This design comes from an exercise in tuning for a short achievable clock period and few clock cycles on the open sky130 flow, not from production work.
Function was checked by simulation only, so behaviour that the tests miss may differ from the original.

==> 10-22 <==
==> flow/design.v <==
package mipsPkg;
	localparam int IMEM_DEPTH = 64;
	localparam int DMEM_DEPTH = 64;
	typedef logic [31:0] word;
	typedef logic [4:0] regIdx;
	typedef logic [$clog2(IMEM_DEPTH)-1:0] imemAddr;
	typedef logic [$clog2(DMEM_DEPTH)-1:0] dmemAddr;
	typedef enum logic [5:0] {
		opRType = 6'h00,
		opBeq   = 6'h04,
		opBne   = 6'h05,
		opAddi  = 6'h08,
		opOri   = 6'h0d,
		opLw    = 6'h23,
		opSw    = 6'h2b
	} opcode;
	typedef enum logic [5:0] {
		fnAdd = 6'h20,
		fnSub = 6'h22,
		fnAnd = 6'h24,
		fnOr  = 6'h25,
		fnNor = 6'h27
	} funct;
	typedef enum logic [2:0] {
		aluAdd,
		aluSub,
		aluAnd,
		aluOr,
		aluNor
	} aluOp;
endpackage
`timescale 1ns/1ps
import mipsPkg::*;
module fetchStage (
	input  logic             clk,
	input  logic             arstN,
	input  logic             run,
	input  logic             progValid,
	output logic             progReady,
	input  mipsPkg::imemAddr progAddr,
	input  mipsPkg::word     progData,
	input  logic             stall,
	input  logic             branchTaken,
	input  mipsPkg::imemAddr branchTarget,
	output logic             idValid,
	output mipsPkg::word     idInstr,
	output mipsPkg::imemAddr idPc
);
	mipsPkg::word imem [0:IMEM_DEPTH-1];
	mipsPkg::imemAddr pc;
	assign progReady = ~run;
	always_ff @(posedge clk) begin
		if (progValid && progReady) begin
			imem[progAddr] <= progData;
		end
	end
	always_ff @(posedge clk or negedge arstN) begin
		if (!arstN) begin
			pc <= '0;
			idValid <= 1'b0;
		end else if (!run) begin
			pc <= '0;
			idValid <= 1'b0;
		end else if (branchTaken) begin
			pc <= branchTarget;
			idValid <= 1'b0;
		end else if (!stall) begin
			pc <= pc + mipsPkg::imemAddr'(1);
			idValid <= 1'b1;
		end
	end
	always_ff @(posedge clk) begin
		if (!stall) begin
			idInstr <= imem[pc];
			idPc <= pc;
		end
	end
endmodule
`timescale 1ns/1ps
import mipsPkg::*;
module decodeStage (
	input  logic             clk,
	input  logic             arstN,
	input  logic             run,
	input  logic             branchTaken,
	input  logic             idValid,
	input  mipsPkg::word     idInstr,
	input  mipsPkg::imemAddr idPc,
	input  logic             wbEn,
	input  mipsPkg::regIdx   wbReg,
	input  mipsPkg::word     wbData,
	output logic             stall,
	output logic             exValid,
	output mipsPkg::aluOp    exAluOp,
	output logic             exUseImm,
	output logic             exMemRead,
	output logic             exMemWrite,
	output logic             exBranchEq,
	output logic             exBranchNe,
	output logic             exRegWrite,
	output mipsPkg::regIdx   exRs,
	output mipsPkg::regIdx   exRt,
	output mipsPkg::regIdx   exDest,
	output mipsPkg::word     exRsVal,
	output mipsPkg::word     exRtVal,
	output mipsPkg::word     exImm,
	output mipsPkg::imemAddr exPc
);
	mipsPkg::word regs [0:31];
	mipsPkg::opcode op;
	mipsPkg::funct fn;
	mipsPkg::regIdx rs, rt, rd, dest;
	mipsPkg::word rsVal, rtVal, imm;
	mipsPkg::aluOp aluSel;
	logic useImm, memRead, memWrite, branchEq, branchNe, regWrite;
	logic zeroExt, readsRs, readsRt, issue;
	assign op = mipsPkg::opcode'(idInstr[31:26]);
	assign fn = mipsPkg::funct'(idInstr[5:0]);
	assign rs = idInstr[25:21];
	assign rt = idInstr[20:16];
	assign rd = idInstr[15:11];
	always_comb begin
		aluSel = aluAdd;
		useImm = 1'b0;
		memRead = 1'b0;
		memWrite = 1'b0;
		branchEq = 1'b0;
		branchNe = 1'b0;
		regWrite = 1'b0;
		zeroExt = 1'b0;
		readsRs = 1'b0;
		readsRt = 1'b0;
		dest = rt;
		case (op)
			opRType: begin
				dest = rd;
				readsRs = 1'b1;
				readsRt = 1'b1;
				regWrite = 1'b1;
				case (fn)
					fnAdd: aluSel = aluAdd;
					fnSub: aluSel = aluSub;
					fnAnd: aluSel = aluAnd;
					fnOr: aluSel = aluOr;
					fnNor: aluSel = aluNor;
					default: regWrite = 1'b0;
				endcase
			end
			opAddi, opLw: begin
				readsRs = 1'b1;
				useImm = 1'b1;
				regWrite = 1'b1;
				memRead = (op == opLw);
			end
			opOri: begin
				readsRs = 1'b1;
				useImm = 1'b1;
				regWrite = 1'b1;
				zeroExt = 1'b1;
				aluSel = aluOr;
			end
			opSw: begin
				readsRs = 1'b1;
				readsRt = 1'b1;
				useImm = 1'b1;
				memWrite = 1'b1;
			end
			opBeq, opBne: begin
				readsRs = 1'b1;
				readsRt = 1'b1;
				branchEq = (op == opBeq);
				branchNe = (op == opBne);
			end
			default: ;
		endcase
	end
	assign imm = zeroExt ? {16'h0000, idInstr[15:0]} : {{16{idInstr[15]}}, idInstr[15:0]};
	always_ff @(posedge clk or negedge arstN) begin
		if (!arstN) begin
			for (int i = 0; i < 32; i++) begin
				regs[i] <= '0;
			end
		end else if (wbEn && wbReg != '0) begin
			regs[wbReg] <= wbData;
		end
	end
	assign rsVal = (rs == '0) ? '0 : (wbEn && wbReg == rs) ? wbData : regs[rs];
	assign rtVal = (rt == '0) ? '0 : (wbEn && wbReg == rt) ? wbData : regs[rt];
	assign stall = idValid && exValid && exMemRead && exDest != '0 &&
		((readsRs && exDest == rs) || (readsRt && exDest == rt));
	assign issue = run && idValid && !stall && !branchTaken;
	always_ff @(posedge clk or negedge arstN) begin
		if (!arstN) begin
			exValid <= 1'b0;
			exMemRead <= 1'b0;
			exMemWrite <= 1'b0;
			exBranchEq <= 1'b0;
			exBranchNe <= 1'b0;
			exRegWrite <= 1'b0;
		end else begin
			exValid <= issue;
			exMemRead <= issue && memRead;
			exMemWrite <= issue && memWrite;
			exBranchEq <= issue && branchEq;
			exBranchNe <= issue && branchNe;
			exRegWrite <= issue && regWrite;
		end
	end
	always_ff @(posedge clk) begin
		exAluOp <= aluSel;
		exUseImm <= useImm;
		exRs <= rs;
		exRt <= rt;
		exDest <= dest;
		exRsVal <= rsVal;
		exRtVal <= rtVal;
		exImm <= imm;
		exPc <= idPc;
	end
endmodule
`timescale 1ns/1ps
import mipsPkg::*;
module executeStage (
	input  logic             clk,
	input  logic             arstN,
	input  logic             run,
	input  logic             exValid,
	input  mipsPkg::aluOp    exAluOp,
	input  logic             exUseImm,
	input  logic             exMemRead,
	input  logic             exMemWrite,
	input  logic             exBranchEq,
	input  logic             exBranchNe,
	input  logic             exRegWrite,
	input  mipsPkg::regIdx   exRs,
	input  mipsPkg::regIdx   exRt,
	input  mipsPkg::regIdx   exDest,
	input  mipsPkg::word     exRsVal,
	input  mipsPkg::word     exRtVal,
	input  mipsPkg::word     exImm,
	input  mipsPkg::imemAddr exPc,
	input  logic             fwdEn,
	input  mipsPkg::regIdx   fwdReg,
	input  mipsPkg::word     fwdData,
	input  logic             wbEn,
	input  mipsPkg::regIdx   wbReg,
	input  mipsPkg::word     wbData,
	output logic             branchTaken,
	output mipsPkg::imemAddr branchTarget,
	output logic             memValid,
	output logic             memRegWrite,
	output logic             memRead,
	output logic             memWrite,
	output mipsPkg::regIdx   memDest,
	output mipsPkg::word     memResult,
	output mipsPkg::word     memStoreData
);
	mipsPkg::word opA, opB, aluB, aluY;
	logic equal;
	function automatic mipsPkg::word pickOperand(mipsPkg::regIdx r, mipsPkg::word regVal);
		if (r != '0 && fwdEn && fwdReg == r) begin
			pickOperand = fwdData;
		end else if (r != '0 && wbEn && wbReg == r) begin
			pickOperand = wbData;
		end else begin
			pickOperand = regVal;
		end
	endfunction
	always_comb begin
		opA = pickOperand(exRs, exRsVal);
		opB = pickOperand(exRt, exRtVal);
	end
	assign aluB = exUseImm ? exImm : opB;
	always_comb begin
		case (exAluOp)
			aluAdd: aluY = opA + aluB;
			aluSub: aluY = opA - aluB;
			aluAnd: aluY = opA & aluB;
			aluOr: aluY = opA | aluB;
			aluNor: aluY = ~(opA | aluB);
			default: aluY = opA + aluB;
		endcase
	end
	assign equal = (opA == opB);
	assign branchTaken = exValid && ((exBranchEq && equal) || (exBranchNe && !equal));
	assign branchTarget = exPc + mipsPkg::imemAddr'(1) + exImm[$clog2(IMEM_DEPTH)-1:0];
	always_ff @(posedge clk or negedge arstN) begin
		if (!arstN) begin
			memValid <= 1'b0;
			memRegWrite <= 1'b0;
			memRead <= 1'b0;
			memWrite <= 1'b0;
		end else begin
			memValid <= run && exValid;
			memRegWrite <= run && exValid && exRegWrite;
			memRead <= run && exValid && exMemRead;
			memWrite <= run && exValid && exMemWrite;
		end
	end
	always_ff @(posedge clk) begin
		memDest <= exDest;
		memResult <= aluY;
		memStoreData <= opB;
	end
endmodule
`timescale 1ns/1ps
import mipsPkg::*;
module memoryStage (
	input  logic           clk,
	input  logic           arstN,
	input  logic           run,
	input  logic           memValid,
	input  logic           memRegWrite,
	input  logic           memRead,
	input  logic           memWrite,
	input  mipsPkg::regIdx memDest,
	input  mipsPkg::word   memResult,
	input  mipsPkg::word   memStoreData,
	output logic           fwdEn,
	output mipsPkg::regIdx fwdReg,
	output mipsPkg::word   fwdData,
	output logic           wbEn,
	output mipsPkg::regIdx wbReg,
	output mipsPkg::word   wbData,
	output logic           storeValid,
	output mipsPkg::word   storeAddr,
	output mipsPkg::word   storeData,
	output logic           retireValid,
	output mipsPkg::regIdx retireReg,
	output mipsPkg::word   retireData
);
	mipsPkg::word dmem [0:DMEM_DEPTH-1];
	logic [DMEM_DEPTH-1:0] dmemWritten;
	mipsPkg::dmemAddr idx;
	mipsPkg::word loadData;
	assign idx = memResult[$clog2(DMEM_DEPTH)+1:2];
	assign loadData = dmemWritten[idx] ? dmem[idx] : '0;
	always_ff @(posedge clk) begin
		if (memValid && memWrite) begin
			dmem[idx] <= memStoreData;
		end
	end
	always_ff @(posedge clk or negedge arstN) begin
		if (!arstN) begin
			dmemWritten <= '0;
		end else if (memValid && memWrite) begin
			dmemWritten[idx] <= 1'b1;
		end
	end
	assign storeValid = memValid && memWrite;
	assign storeAddr = memResult;
	assign storeData = memStoreData;
	assign fwdEn = memValid && memRegWrite && !memRead;
	assign fwdReg = memDest;
	assign fwdData = memResult;
	always_ff @(posedge clk or negedge arstN) begin
		if (!arstN) begin
			wbEn <= 1'b0;
		end else begin
			wbEn <= run && memValid && memRegWrite;
		end
	end
	always_ff @(posedge clk) begin
		wbReg <= memDest;
		wbData <= memRead ? loadData : memResult;
	end
	assign retireValid = wbEn && wbReg != '0;
	assign retireReg = wbReg;
	assign retireData = wbData;
endmodule
`timescale 1ns/1ps
import mipsPkg::*;
module mipsProcessor (
	input  logic             clk,
	input  logic             arstN,
	input  logic             run,
	input  logic             progValid,
	output logic             progReady,
	input  mipsPkg::imemAddr progAddr,
	input  mipsPkg::word     progData,
	output logic             retireValid,
	output mipsPkg::regIdx   retireReg,
	output mipsPkg::word     retireData,
	output logic             storeValid,
	output mipsPkg::word     storeAddr,
	output mipsPkg::word     storeData
);
	logic idValid, stall;
	mipsPkg::word idInstr;
	mipsPkg::imemAddr idPc;
	logic branchTaken;
	mipsPkg::imemAddr branchTarget;
	logic exValid, exUseImm, exMemRead, exMemWrite;
	logic exBranchEq, exBranchNe, exRegWrite;
	mipsPkg::aluOp exAluOp;
	mipsPkg::regIdx exRs, exRt, exDest;
	mipsPkg::word exRsVal, exRtVal, exImm;
	mipsPkg::imemAddr exPc;
	logic memValid, memRegWrite, memRead, memWrite;
	mipsPkg::regIdx memDest;
	mipsPkg::word memResult, memStoreData;
	logic fwdEn, wbEn;
	mipsPkg::regIdx fwdReg, wbReg;
	mipsPkg::word fwdData, wbData;
	fetchStage fetchStage_inst (.*);
	decodeStage decodeStage_inst (.*);
	executeStage executeStage_inst (.*);
	memoryStage memoryStage_inst (.*);
endmodule
==> flow/run.sh <==
#!/bin/bash
# synth_recipe.tcl (not shown) runs the flow's synth.tcl, then flattens the netlist and writes it again
# the make line also repeats each setting of config.mk as NAME=value (left out here)
make -C /OpenROAD-flow-scripts/flow DESIGN_CONFIG=/design/flow/config.mk WORK_HOME=/design/flow/orfs CLKGATE_MAP_FILE= SYNTH_SCRIPT=/design/flow/synth_recipe.tcl finish
==> flow/config.mk <==
export PLATFORM = sky130hd
export DESIGN_NAME = mipsProcessor
export DESIGN_NICKNAME = mipsProcessor
export VERILOG_FILES = /design/flow/design.v
export SDC_FILE = /design/flow/constraint.sdc
export NUM_CORES = 4
export LEC_CHECK = 0
export CAP_MARGIN = 20
export CORE_MARGIN = 2
export CORE_UTILIZATION = 30
export PLACE_DENSITY = 0.45
export SLEW_MARGIN = 20
==> flow/constraint.sdc <==
create_clock -name core_clock -period 10.0 [get_ports {clk}]
set_input_delay 2.0000 -clock core_clock [delete_from_list [all_inputs] [get_ports {clk}]]
set_output_delay 2.0000 -clock core_clock [all_outputs]
set_load 0.01 [all_outputs]
==> 06-13: changes against 10-22 <==
--- a/flow/config.mk
+++ b/flow/config.mk
@@ -9,4 +9,5 @@
 export CORE_MARGIN = 2
 export CORE_UTILIZATION = 30
 export PLACE_DENSITY = 0.45
+export SETUP_SLACK_MARGIN = 5
 export SLEW_MARGIN = 20
==> load_flow_metrics.sql <==
INSERT INTO impl_metrics (metric_group, metric, value, unit) VALUES
('outcome', 'result_of_the_run', 'timing/DRC/antenna clean', ''),
('clock_network', 'post-cts-setup-buffer-count', '50', ''),
('drt', 'wl_met1', '375000', 'µm'),
('worst_setup_path', 'worst_ep_arrival_time', '6.63', 'ns'),
('cells_and_area', 'layout.nets', '14000', ''),
('cells_and_area', 'multi_input_area', '60500', 'µm²'),
('timing', 'timing.max_slew.rel_slack', '0.100', '');
Source of the figures above: 06-13

==> load_flow_metrics.sql <==
INSERT INTO impl_metrics (metric_group, metric, value, unit) VALUES
('drt', 'wire_length_per_cell', '35.6', 'µm'),
('cells_and_area', 'fillers', '68500', ''),
('outcome', 'result_of_the_run', 'timing/DRC/antenna clean', ''),
('worst_setup_path', 'worst_ep_arrival_time', '8.18', 'ns'),
('cells_and_area', 'multi_input_area', '60000', 'µm²'),
('die', 'fp.dieH', '855', 'µm'),
('cells_and_area', 'layout.nets', '13900', ''),
('timing', 'timing.max_slew.rel_slack', '0.114', ''),
('worst_setup_path', 'r2r.worst_path.cells', '25', ''),
('drt', 'wl_met1', '372000', 'µm');
Source of the figures above: 10-22

Testbench counts of 10-22, summed over its fixed seeds: cycles 20,939.
Testbench counts of 06-13, summed over its fixed seeds: cycles 20,939.

-- what the ideal ports hide --
In the flow no input, the clock included, has a driving cell. The finished layouts below were timed again as built, in two steps.
Step 1 (the two cells are an assumption about what drives the block):
set clk [get_ports {clk}]
set_driving_cell -lib_cell sky130_fd_sc_hd__clkbuf_16 $clk
set_driving_cell -lib_cell sky130_fd_sc_hd__buf_2 [delete_from_list [all_inputs] $clk]
Step 2 times the ports against the registers' clock, not the clock port: input delays grow and output delays shrink by t, the midpoint of the rising clock arrivals with the driver on.
Three values: ideal, step 1, step 2; two values: the first two.
run | t (ns) | setup slack, ns | worst setup path at the end
10-22 | 1.188 | 2.782 / 2.782 / 2.782 | register to register
06-13 | 1.202 | 4.349 / 4.349 / 4.349 | register to register
After both steps every run listed still meets setup and hold.
